Source: an optimization exercise on an open RTL-to-GDS flow (aim: small area and a short achievable clock period). Production flows keep margins and buffers that such runs may drop. Where RTL was checked, it was by simulation tests only, not by an equivalence proof against the original.

Setup of harbor:
## jram
module jram
#(
  parameter int WIDTH = jram_pkg::JRAM_WIDTH,
  parameter int ABITS = jram_pkg::JRAM_ABITS
) (
  input  logic             wclk,
  input  logic             wrst_n,
  input  logic [WIDTH-1:0] bis,
  input  logic             wsa,
  input  logic             winc,
  input  logic             ws,
  input  logic             we,
  output logic [WIDTH-1:0] bos,
  output logic [ABITS-1:0] bmar,
  output logic             wbusy
);
Size: about 2100 flip-flops, about 31 I/O pins, ~80000 µm² of cells after synthesis.
==> module jram, before the edit <==
module jram
#(
  parameter int WIDTH = jram_pkg::JRAM_WIDTH,
  parameter int ABITS = jram_pkg::JRAM_ABITS
) (
  input  logic             wclk,
  input  logic             wrst_n,
  input  logic [WIDTH-1:0] bis,
  input  logic             wsa,
  input  logic             winc,
  input  logic             ws,
  input  logic             we,
  output logic [WIDTH-1:0] bos,
  output logic [ABITS-1:0] bmar,
  output logic             wbusy
);
  localparam int DEPTH = jram_pkg::jram_depth(ABITS);
  logic [ABITS-1:0] mar;
  logic             busy;
  jmar #(
    .ABITS(ABITS)
  ) u_jmar (
    .clk_i (wclk),
    .rst_ni(wrst_n),
    .hold_i(busy),
    .ld_i  (wsa),
    .inc_i (winc),
    .d_i   (bis[ABITS-1:0]),
    .mar_o (mar)
  );
  logic [ABITS:0] cnt_q;
  always_ff @(posedge wclk) begin
    if (!wrst_n) begin
      cnt_q <= '0;
    end else if (!cnt_q[ABITS]) begin
      cnt_q <= cnt_q + 1'b1;
    end
  end
  assign busy = ~cnt_q[ABITS];
  logic wr_go;
  logic ld_go;
  logic inc_go;
  assign wr_go  = ws & ~busy;
  assign ld_go  = wsa & ~busy;
  assign inc_go = winc & ~busy;
  logic             rst_b;
  logic             clr_q;
  logic             pw_q;
  logic [ABITS-1:0] pa_q;
  logic [WIDTH-1:0] pd_q;
  logic [15:0]      wh_n;
  logic [15:0]      wl_n;
  logic [WIDTH-1:0] wdat;
  assign rst_b = ~wrst_n;
  always_ff @(posedge wclk) begin
    clr_q <= rst_b;
    pw_q  <= wr_go & ~rst_b;
    pa_q  <= mar;
    pd_q  <= bis;
  end
  always_comb begin
    for (int j = 0; j < 16; j++) begin
      wh_n[j] = ~((pw_q & (pa_q[7:4] == 4'(j))) | clr_q);
      wl_n[j] = ~((pa_q[3:0] == 4'(j)) | clr_q);
    end
  end
  assign wdat = pd_q & {WIDTH{~clr_q}};
  logic [DEPTH*WIDTH-1:0] mem;
  logic [DEPTH-1:0]       wld;
  logic [DEPTH-1:0]       whd;
  assign whd = ~wld;
  for (genvar i = 0; i < DEPTH; i++) begin : g_w
    jnor2 u_ld (.a_i(wh_n[i/16]), .b_i(wl_n[i%16]), .y_o(wld[i]));
    jword #(
      .WIDTH(WIDTH)
    ) u_word (
      .clk_i(wclk),
      .ld_i (wld[i]),
      .hd_i (whd[i]),
      .d_i  (wdat),
      .q_o  (mem[i*WIDTH +: WIDTH])
    );
  end
  logic [ABITS-1:0] mar_nx;
  logic [ABITS-1:0] mar_nx_inc;
  logic [15:0]      ih_q;
  logic [15:0]      il_q;
  logic             use_rd;
  always_comb begin
    if (!wrst_n) begin
      mar_nx = '0;
    end else if (ld_go) begin
      mar_nx = bis[ABITS-1:0];
    end else if (inc_go) begin
      mar_nx = mar + 1'b1;
    end else begin
      mar_nx = mar;
    end
  end
  assign mar_nx_inc = mar_nx + 1'b1;
  always_ff @(posedge wclk) begin
    for (int j = 0; j < 16; j++) begin
      ih_q[j] <= (mar_nx_inc[7:4] == 4'(j));
      il_q[j] <= (mar_nx_inc[3:0] == 4'(j));
    end
  end
  assign use_rd = ld_go | inc_go;
  logic [15:0] rl;
  logic [15:0] rh;
  always_comb begin
    for (int j = 0; j < 16; j++) begin
      rh[j] = use_rd & (wsa ? (bis[7:4] == 4'(j)) : ih_q[j]);
      rl[j] = wsa ? (bis[3:0] == 4'(j)) : il_q[j];
    end
  end
  logic [DEPTH/8*WIDTH-1:0]  t8;
  logic [DEPTH/16*WIDTH-1:0] tg_n;
  for (genvar g = 0; g < DEPTH/8; g++) begin : g_t8
    for (genvar b = 0; b < WIDTH; b++) begin : g_b
      logic [7:0] w;
      for (genvar k = 0; k < 8; k++) begin : g_k
        assign w[k] = mem[(8*g+k)*WIDTH + b];
      end
      jrsel8 u_t8 (
        .s_i(rl[8*(g%2) +: 8]),
        .w_i(w),
        .y_o(t8[g*WIDTH + b])
      );
    end
  end
  for (genvar j = 0; j < DEPTH/16; j++) begin : g_tg
    for (genvar b = 0; b < WIDTH; b++) begin : g_b
      jrgrp u_tg (
        .a_i  (t8[(2*j)*WIDTH + b]),
        .b_i  (t8[(2*j+1)*WIDTH + b]),
        .s_i  (rh[j]),
        .y_no (tg_n[j*WIDTH + b])
      );
    end
  end
  logic [WIDTH-1:0] rlo_q;
  logic [WIDTH-1:0] rhi_q;
  logic [WIDTH-1:0] alt_q;
  logic [WIDTH-1:0] rlo_d;
  logic [WIDTH-1:0] rhi_d;
  logic [WIDTH-1:0] alt_d;
  logic [WIDTH-1:0] cur;
  logic             fwd;
  logic             kill;
  logic [ABITS-1:0] mar_inc;
  logic             pfwd;
  assign mar_inc = mar + 1'b1;
  assign cur   = rlo_q | rhi_q | alt_q;
  assign fwd   = ld_go & wr_go & (bis[ABITS-1:0] == mar);
  assign pfwd  = pw_q & (ld_go ? (bis[ABITS-1:0] == pa_q) : (inc_go & (mar_inc == pa_q)));
  assign kill  = fwd | pfwd | rst_b;
  assign alt_d = rst_b  ? '0 :
                 fwd    ? bis :
                 pfwd   ? pd_q :
                 use_rd ? '0 :
                 wr_go  ? bis : cur;
  for (genvar b = 0; b < WIDTH; b++) begin : g_fin
    logic [DEPTH/32-1:0] wl;
    logic [DEPTH/32-1:0] wh;
    for (genvar j = 0; j < DEPTH/32; j++) begin : g_j
      assign wl[j] = tg_n[j*WIDTH + b];
      assign wh[j] = tg_n[(j+DEPTH/32)*WIDTH + b];
    end
    jrhalf u_lo (.a_ni(wl), .kill_i(kill), .y_o(rlo_d[b]));
    jrhalf u_hi (.a_ni(wh), .kill_i(kill), .y_o(rhi_d[b]));
  end
  always_ff @(posedge wclk) begin
    rlo_q <= rlo_d;
    rhi_q <= rhi_d;
    alt_q <= alt_d;
  end
  assign bos   = cur & {WIDTH{we & ~busy}};
  assign bmar  = mar;
  assign wbusy = busy;
endmodule
make LEC_CHECK=0 CAP_MARGIN=20 CORE_MARGIN=2 CORE_UTILIZATION=60 CTS_CLUSTER_DIAMETER=80 CTS_CLUSTER_SIZE=28 SETUP_SLACK_MARGIN=2.7 SLEW_MARGIN=20 SYNTH_HIERARCHICAL=1 TNS_END_PERCENT=5 finish   # period 5.5 ns
run.sh (not shown) runs the stock make flow with config.mk's settings and CLKGATE_MAP_FILE= SYNTH_SCRIPT=/design/flow/synth_recipe.tcl, a recipe that flattens the netlist after the stock synthesis.
harbor finished end to end and its layout was clean on timing, DRC and antenna.
diff inputs: harbor => quartz
-- flow/design.v --
<<< harbor, line 133
  assign ld_go  = wsa & ~busy;
  assign inc_go = winc & ~busy;
  logic             rst_b;
  logic             clr_q;
  logic             pw_q;
  logic [ABITS-1:0] pa_q;
  logic [WIDTH-1:0] pd_q;
  logic [15:0]      wh_n;
  logic [15:0]      wl_n;
  logic [WIDTH-1:0] wdat;
  assign rst_b = ~wrst_n;
  always_ff @(posedge wclk) begin
    clr_q <= rst_b;
    pw_q  <= wr_go & ~rst_b;
    pa_q  <= mar;
    pd_q  <= bis;
  end
  always_comb begin
    for (int j = 0; j < 16; j++) begin
      wh_n[j] = ~((pw_q & (pa_q[7:4] == 4'(j))) | clr_q);
      wl_n[j] = ~((pa_q[3:0] == 4'(j)) | clr_q);
    end
  end
  assign wdat = pd_q & {WIDTH{~clr_q}};
  logic [DEPTH*WIDTH-1:0] mem;
  logic [DEPTH-1:0]       wld;
  logic [DEPTH-1:0]       whd;
  assign whd = ~wld;
  for (genvar i = 0; i < DEPTH; i++) begin : g_w
    jnor2 u_ld (.a_i(wh_n[i/16]), .b_i(wl_n[i%16]), .y_o(wld[i]));
    jword #(
      .WIDTH(WIDTH)
>>> quartz, line 133
  assign ld_go  = wsa & ~busy;
  assign inc_go = winc & ~busy;
  logic [15:0] wh_n;
  logic [15:0] wl_n;
  logic        rst_b;
  logic [WIDTH-1:0] wdat;
  assign rst_b = ~wrst_n;
  always_comb begin
    for (int j = 0; j < 16; j++) begin
      wh_n[j] = ~(wr_go & ~rst_b & (mar[7:4] == 4'(j)));
      wl_n[j] = ~(mar[3:0] == 4'(j));
    end
  end
  assign wdat = bis;
  logic [DEPTH*WIDTH-1:0] mem;
  logic [DEPTH-1:0]       wld;
  logic [DEPTH-1:0]       whd;
  for (genvar i = 0; i < DEPTH; i++) begin : g_w
    jnor2 u_ld (.a_i(wh_n[i/16]), .b_i(wl_n[i%16]), .y_o(wld[i]));
    jnor2 u_hd (.a_i(wld[i]),     .b_i(rst_b),      .y_o(whd[i]));
    jword #(
      .WIDTH(WIDTH)
<<< harbor, line 237
  logic             fwd;
  logic             kill;
  logic [ABITS-1:0] mar_inc;
  logic             pfwd;
  assign mar_inc = mar + 1'b1;
  assign cur   = rlo_q | rhi_q | alt_q;
  assign fwd   = ld_go & wr_go & (bis[ABITS-1:0] == mar);
  assign pfwd  = pw_q & (ld_go ? (bis[ABITS-1:0] == pa_q) : (inc_go & (mar_inc == pa_q)));
  assign kill  = fwd | pfwd | rst_b;
  assign alt_d = rst_b  ? '0 :
                 fwd    ? bis :
                 pfwd   ? pd_q :
                 use_rd ? '0 :
                 wr_go  ? bis : cur;
>>> quartz, line 227
  logic             fwd;
  logic             kill;
  assign cur   = rlo_q | rhi_q | alt_q;
  assign fwd   = ld_go & wr_go & (bis[ABITS-1:0] == mar);
  assign kill  = fwd | rst_b;
  assign alt_d = rst_b  ? '0 :
                 fwd    ? bis :
                 use_rd ? '0 :
                 wr_go  ? bis : cur;
==> comparison <==
Both conditions hold for quartz: the flow ran to the end and the final layout passed the timing, design-rule and antenna checks. When the final numbers for harbor and quartz were put side by side, the final period utilization turned out to be greater in harbor. Relative to harbor, shortest clock period the worst path allows after layout decreased by 130 ps in quartz. Comparing harbor and quartz, the higher final cell count was measured on harbor. quartz vs harbor: worst-case setup margin in the final layout up. quartz against harbor: critical path depth up 4, wire length decreased by about 0.5% relative to the old numbers, initial standard-cell utilization of the core ~0 delta, via count of the first global-routing pass barely changed, first-pass GRT wire length decreased by 3.3% relative to the old numbers.
Function not checked in harbor: the RTL went through the layout flow alone.

static timing again, ports no longer ideal:
The results above use ideal ports. As a check the final layouts listed here were re-extracted and re-timed, cells and wires unchanged.
Step 1 assumes that a clkbuf_16 drives the clock port and a buf_2 every other input.
Step 2, shift: input delay + t, output delay - t, t = (earliest + latest rising clock arrival at the registers) / 2. This alone moves slack from input paths to output paths.
Three values: ideal ports, drivers, drivers and shift; two values: the first two.
run | t (ns) | slack for setup (ns) | worst hold slack (ns) | worst register clock-pin slew, ns | pins driven straight from the clock port
harbor | 0.837 | 2.392 / 2.358 / 1.710 | 0.470 / 0.470 / 0.470 | 0.11 / 0.11 | 1
quartz | 0.821 | 2.524 / 2.373 / 1.552 | 0.489 / 0.489 / 0.489 | 0.11 / 0.11 | 1
After both steps setup and hold are still met in every run listed. For quartz, which loses most, drivers alone change the setup slack by -0.151 ns; drivers and shift together by -0.972 ns.
